This design comes from an exercise in tuning for small area and a short achievable clock period on the open sky130 flow, not from production work.
Only simulation tests tie the RTL to the original design; equivalence was not proved.

== job 101 ==
==> module md4_stream_driver, before the edit <==
module md4_stream_driver #(
  parameter int unsigned MSG_DEPTH  = 256,
  parameter int unsigned ADDR_W     = 8,
  parameter int unsigned SIZE_W     = 64,
  parameter int unsigned HASH_BYTES = 16
) (
  input  logic                    CLK,
  input  logic                    RESET_N,
  input  logic                    WR_EN,
  input  logic [ADDR_W-1:0]       WR_ADDR,
  input  logic [7:0]              WR_DATA,
  input  logic [SIZE_W-1:0]       MSG_LEN,
  input  logic                    START,
  output logic                    BUSY,
  output logic                    DONE,
  output logic                    ERROR,
  output logic [8*HASH_BYTES-1:0] DIGEST,
  output logic                    HC_START,
  input  logic                    HC_BUSY,
  input  logic                    HC_DONE,
  output logic [SIZE_W-1:0]       HC_SIZE,
  output logic [7:0]              HC_IN_BYTE,
  output logic                    HC_IN_EMPTY,
  input  logic                    HC_IN_READ,
  input  logic [7:0]              HC_OUT_BYTE,
  output logic                    HC_OUT_FULL,
  input  logic                    HC_OUT_WRITE
);
  logic [7:0]   r_buf [256];
  logic         r_busy;
  logic         r_done;
  logic         r_error;
  logic [8:0]   r_len;         
  logic [8:0]   r_rem;         
  logic [15:0]  r_row_n;       
  logic [15:0]  r_col_n;       
  logic [7:0]   r_byte;        
  logic         r_empty;
  logic         r_full;
  logic [3:0]   r_cnt;         
  logic [127:0] r_digest;
  logic [15:0]  r_wp_hi_n;     
  logic [15:0]  r_wp_lo_n;     
  logic [7:0]   r_wp_data;
  logic w_unused_hc_busy;
  assign w_unused_hc_busy = HC_BUSY;
  wire idle     = !r_busy && !r_done;
  logic w_len_hi_zero;
  md4_zero55 u_len_hi (.a(MSG_LEN[63:9]), .z(w_len_hi_zero));
  wire len_ok   = w_len_hi_zero && (!MSG_LEN[8] || (MSG_LEN[7:0] == '0));
  wire start_ok = RESET_N && idle && START && len_ok;
  wire rd_ok    = r_busy && HC_IN_READ && !r_empty;
  wire wr_ok    = r_busy && HC_OUT_WRITE && !r_full;
  wire last_wr  = HC_OUT_WRITE && (r_cnt == 4'd15);
  assign BUSY        = r_busy;
  assign HC_START    = r_busy;
  assign DONE        = r_done;
  assign ERROR       = r_error;
  assign HC_SIZE     = {55'd0, r_len};
  assign HC_IN_BYTE  = r_byte;
  assign HC_IN_EMPTY = r_empty;
  assign HC_OUT_FULL = r_full;
  assign DIGEST      = r_digest;
  always_ff @(posedge CLK) begin
    for (int i = 0; i < 16; i++) begin
      r_wp_hi_n[i] <= !(WR_ADDR[7:4] == 4'(i));
      r_wp_lo_n[i] <= !(idle && WR_EN && WR_ADDR[3:0] == 4'(i));
    end
    r_wp_data <= WR_DATA;
  end
  logic [255:0] w_we;
  always_comb begin
    for (int i = 0; i < 256; i++) w_we[i] = !(r_wp_hi_n[i / 16] || r_wp_lo_n[i % 16]);
  end
  always_ff @(posedge CLK) begin
    for (int i = 0; i < 256; i++) begin
      if (w_we[i]) r_buf[i] <= r_wp_data;
    end
  end
  wire byp0 = !r_busy && w_we[0];
  wire byp1 = !r_busy && w_we[1];
  logic [255:0] w_sel;
  logic [7:0]   w_grp_n [86];
  logic [7:0][7:0] w_part_n;
  logic [7:0][7:0] r_part_n;
  always_comb begin
    for (int i = 0; i < 256; i++) w_sel[i] = !(r_row_n[i / 16] || r_col_n[i % 16]);
    w_sel[1] = w_sel[1] && !byp1;
  end
  genvar g;
  generate
    for (g = 0; g < 85; g++) begin : g_rd
      md4_rd_aoi3 u_aoi (
        .d0(r_buf[3*g]),   .s0(w_sel[3*g]),
        .d1(r_buf[3*g+1]), .s1(w_sel[3*g+1]),
        .d2(r_buf[3*g+2]), .s2(w_sel[3*g+2]),
        .yn(w_grp_n[g])
      );
    end
  endgenerate
  assign w_grp_n[85] = ~(r_buf[255] & {8{w_sel[255]}});
  always_comb begin
    for (int j = 0; j < 8; j++) begin
      logic [7:0] acc;
      acc = '1;
      for (int i = 11*j; i < 11*j + 11 && i < 86; i++) acc = acc & w_grp_n[i];
      if (j == 0) acc = acc & ~(r_wp_data & {8{byp1}});
      w_part_n[j] = acc;
    end
  end
  wire [7:0] w_rd = ~(r_part_n[0] & r_part_n[1] & r_part_n[2] & r_part_n[3] &
                      r_part_n[4] & r_part_n[5] & r_part_n[6] & r_part_n[7]);
  always_ff @(posedge CLK) begin
    if (!r_busy || rd_ok) r_part_n <= w_part_n;
    if (!RESET_N) r_byte <= '0;
    else if (!r_busy) r_byte <= byp0 ? r_wp_data : r_buf[0];
    else if (rd_ok) r_byte <= w_rd;
    if (!RESET_N) begin
      r_row_n <= 16'hfffe;
      r_col_n <= 16'hfffd;
    end else if (!r_busy) begin
      r_row_n <= 16'hfffe;
      r_col_n <= start_ok ? 16'hfffb : 16'hfffd;
    end else if (rd_ok) begin
      r_col_n <= {r_col_n[14:0], r_col_n[15]};
      if (!r_col_n[15]) r_row_n <= {r_row_n[14:0], r_row_n[15]};
    end
    if (!r_busy) r_rem <= MSG_LEN[8:0];
    else if (rd_ok) r_rem <= r_rem - 9'd1;
  end
  always_ff @(posedge CLK) begin
    if (!RESET_N || start_ok) begin
      r_digest <= '0;
    end else begin
      for (int k = 0; k < 16; k++) begin
        if (wr_ok && r_cnt == 4'(k)) r_digest[127-8*k -: 8] <= HC_OUT_BYTE;
      end
    end
  end
  always_ff @(posedge CLK) begin
    if (start_ok) r_cnt <= '0;
    else if (wr_ok) r_cnt <= r_cnt + 4'd1;
  end
  always_ff @(posedge CLK) begin
    if (!RESET_N) begin
      r_busy  <= 1'b0;
      r_done  <= 1'b0;
      r_error <= 1'b0;
      r_len   <= '0;
      r_empty <= 1'b1;
      r_full  <= 1'b1;
    end else begin
      r_done <= r_busy && HC_DONE;
      if (r_busy) begin
        if ((HC_IN_READ && r_empty) || (HC_OUT_WRITE && r_full) ||
            (HC_DONE && !(r_full || last_wr)))
          r_error <= 1'b1;
        if (HC_DONE) begin
          r_busy  <= 1'b0;
          r_empty <= 1'b1;
          r_full  <= 1'b1;
        end else begin
          if (rd_ok) r_empty <= (r_rem == 9'd1);
          if (wr_ok) r_full  <= (r_cnt == 4'd15);
        end
      end else if (idle && START) begin
        r_error <= !len_ok;
        if (len_ok) begin
          r_busy  <= 1'b1;
          r_len   <= MSG_LEN[8:0];
          r_empty <= (MSG_LEN[8:0] == 9'd0);
          r_full  <= 1'b0;
        end
      end
    end
  end
endmodule
clock: 5.5 ns
lec_check: 0
cap_margin: 20
core_margin: 2
core_utilization: 60
setup_slack_margin: 3.0
slew_margin: 20
synth_hierarchical: 1
standard.sh (not shown) runs the stock make flow with config.mk's settings and CLKGATE_MAP_FILE= SYNTH_SCRIPT=/design/flow/synth_recipe.tcl, a recipe that flattens the netlist after the stock synthesis.
==> flow/flow/run.sh <==
#!/bin/bash
# Standard ORFS layout (the standard.sh) with two changes:
#  - ports are buffered with buf_1 instead of the default delay buffer;
#  - clock tree synthesis clusters up to 30 sinks per leaf buffer within
#    80 um and inserts no dummy loads.
set -euo pipefail
export BUFFER_PORTS_ARGS="-buffer_cell sky130_fd_sc_hd__buf_1"
export CTS_ARGS="-sink_clustering_enable -repair_clock_nets -dont_use_dummy_load -sink_clustering_size 30 -sink_clustering_max_diameter 80"
bash standard.sh > standard_flow.log 2>&1
diff inputs: job 101 => job 102
--- a/flow/design.v
+++ b/flow/design.v
@@ -79,14 +79,14 @@
     end
   end
   wire byp0 = !r_busy && w_we[0];
   wire byp1 = !r_busy && w_we[1];
   logic [255:0] w_sel;
   logic [7:0]   w_grp_n [86];
-  logic [7:0][7:0] w_part_n;
-  logic [7:0][7:0] r_part_n;
+  logic [10:0][7:0] w_part_n;
+  logic [10:0][7:0] r_part_n;
   always_comb begin
     for (int i = 0; i < 256; i++) w_sel[i] = !(r_row_n[i / 16] || r_col_n[i % 16]);
     w_sel[1] = w_sel[1] && !byp1;
   end
   genvar g;
   generate
@@ -98,22 +98,23 @@
         .yn(w_grp_n[g])
       );
     end
   endgenerate
   assign w_grp_n[85] = ~(r_buf[255] & {8{w_sel[255]}});
   always_comb begin
-    for (int j = 0; j < 8; j++) begin
+    for (int j = 0; j < 11; j++) begin
       logic [7:0] acc;
       acc = '1;
-      for (int i = 11*j; i < 11*j + 11 && i < 86; i++) acc = acc & w_grp_n[i];
+      for (int i = 8*j; i < 8*j + 8 && i < 86; i++) acc = acc & w_grp_n[i];
       if (j == 0) acc = acc & ~(r_wp_data & {8{byp1}});
       w_part_n[j] = acc;
     end
   end
   wire [7:0] w_rd = ~(r_part_n[0] & r_part_n[1] & r_part_n[2] & r_part_n[3] &
-                      r_part_n[4] & r_part_n[5] & r_part_n[6] & r_part_n[7]);
+                      r_part_n[4] & r_part_n[5] & r_part_n[6] & r_part_n[7] &
+                      r_part_n[8] & r_part_n[9] & r_part_n[10]);
   always_ff @(posedge CLK) begin
     if (!r_busy || rd_ok) r_part_n <= w_part_n;
     if (!RESET_N) r_byte <= '0;
     else if (!r_busy) r_byte <= byp0 ? r_wp_data : r_buf[0];
     else if (rd_ok) r_byte <= w_rd;
     if (!RESET_N) begin
Job 102 completed end to end with timing, DRC and antenna clean. Job 101 has a higher minimum clock period after layout than job 102. The number of CTS-inserted buffers number comes out lower for job 101 vs job 102. Of job 101 and job 102, the run reporting the higher buffer count excluding the clock tree in the final layout was job 101. Diff job 101 -> job 102: number of buffers added to fix hold violations after cts stayed essentially flat; amount of wire on met2 after detailed routing rose by 1.2%. Summary of job 102 over job 101: area enclosed by the die boundary moved up; number of well taps moved up; ratio of final minimum period to clock period moved down; TritonCTS sink count moved up.

-- static timing again, ports no longer ideal --
The results above use ideal ports. As a check the final layouts listed here were re-extracted and re-timed, cells and wires unchanged. Step 1 (the two cells are an assumption about what drives the block):
set clk [get_ports {CLK}]
set_driving_cell -lib_cell sky130_fd_sc_hd__clkbuf_16 $clk
set_driving_cell -lib_cell sky130_fd_sc_hd__buf_2 [delete_from_list [all_inputs] $clk]
Step 2 adds t to the input delays and takes it off the output delays; t is the mean of the earliest and latest rising clock arrival at the registers after step 1. Input paths then give back, and output paths get back, about the clock's delay inside the block. a / b / c = ideal / step 1 / step 2; a / b = the first two.
run | t (ns) | setup WS [ns] | hold slack, ns | slew at the worst register clock pin (ns) | worst data-port slew with drivers (ns)
job 101 | 0.821 | 2.926 / 2.926 / 2.301 | 0.447 / 0.382 / 0.475 | 0.12 / 0.12 | 0.14
job 102 | 0.821 | 2.949 / 2.934 / 2.302 | 0.415 / 0.356 / 0.468 | 0.11 / 0.11 | 0.13
After both steps every run listed still meets setup and hold. The setup slack of job 102, which loses most, moves by -0.015 ns with the drivers and by -0.647 ns with both steps.
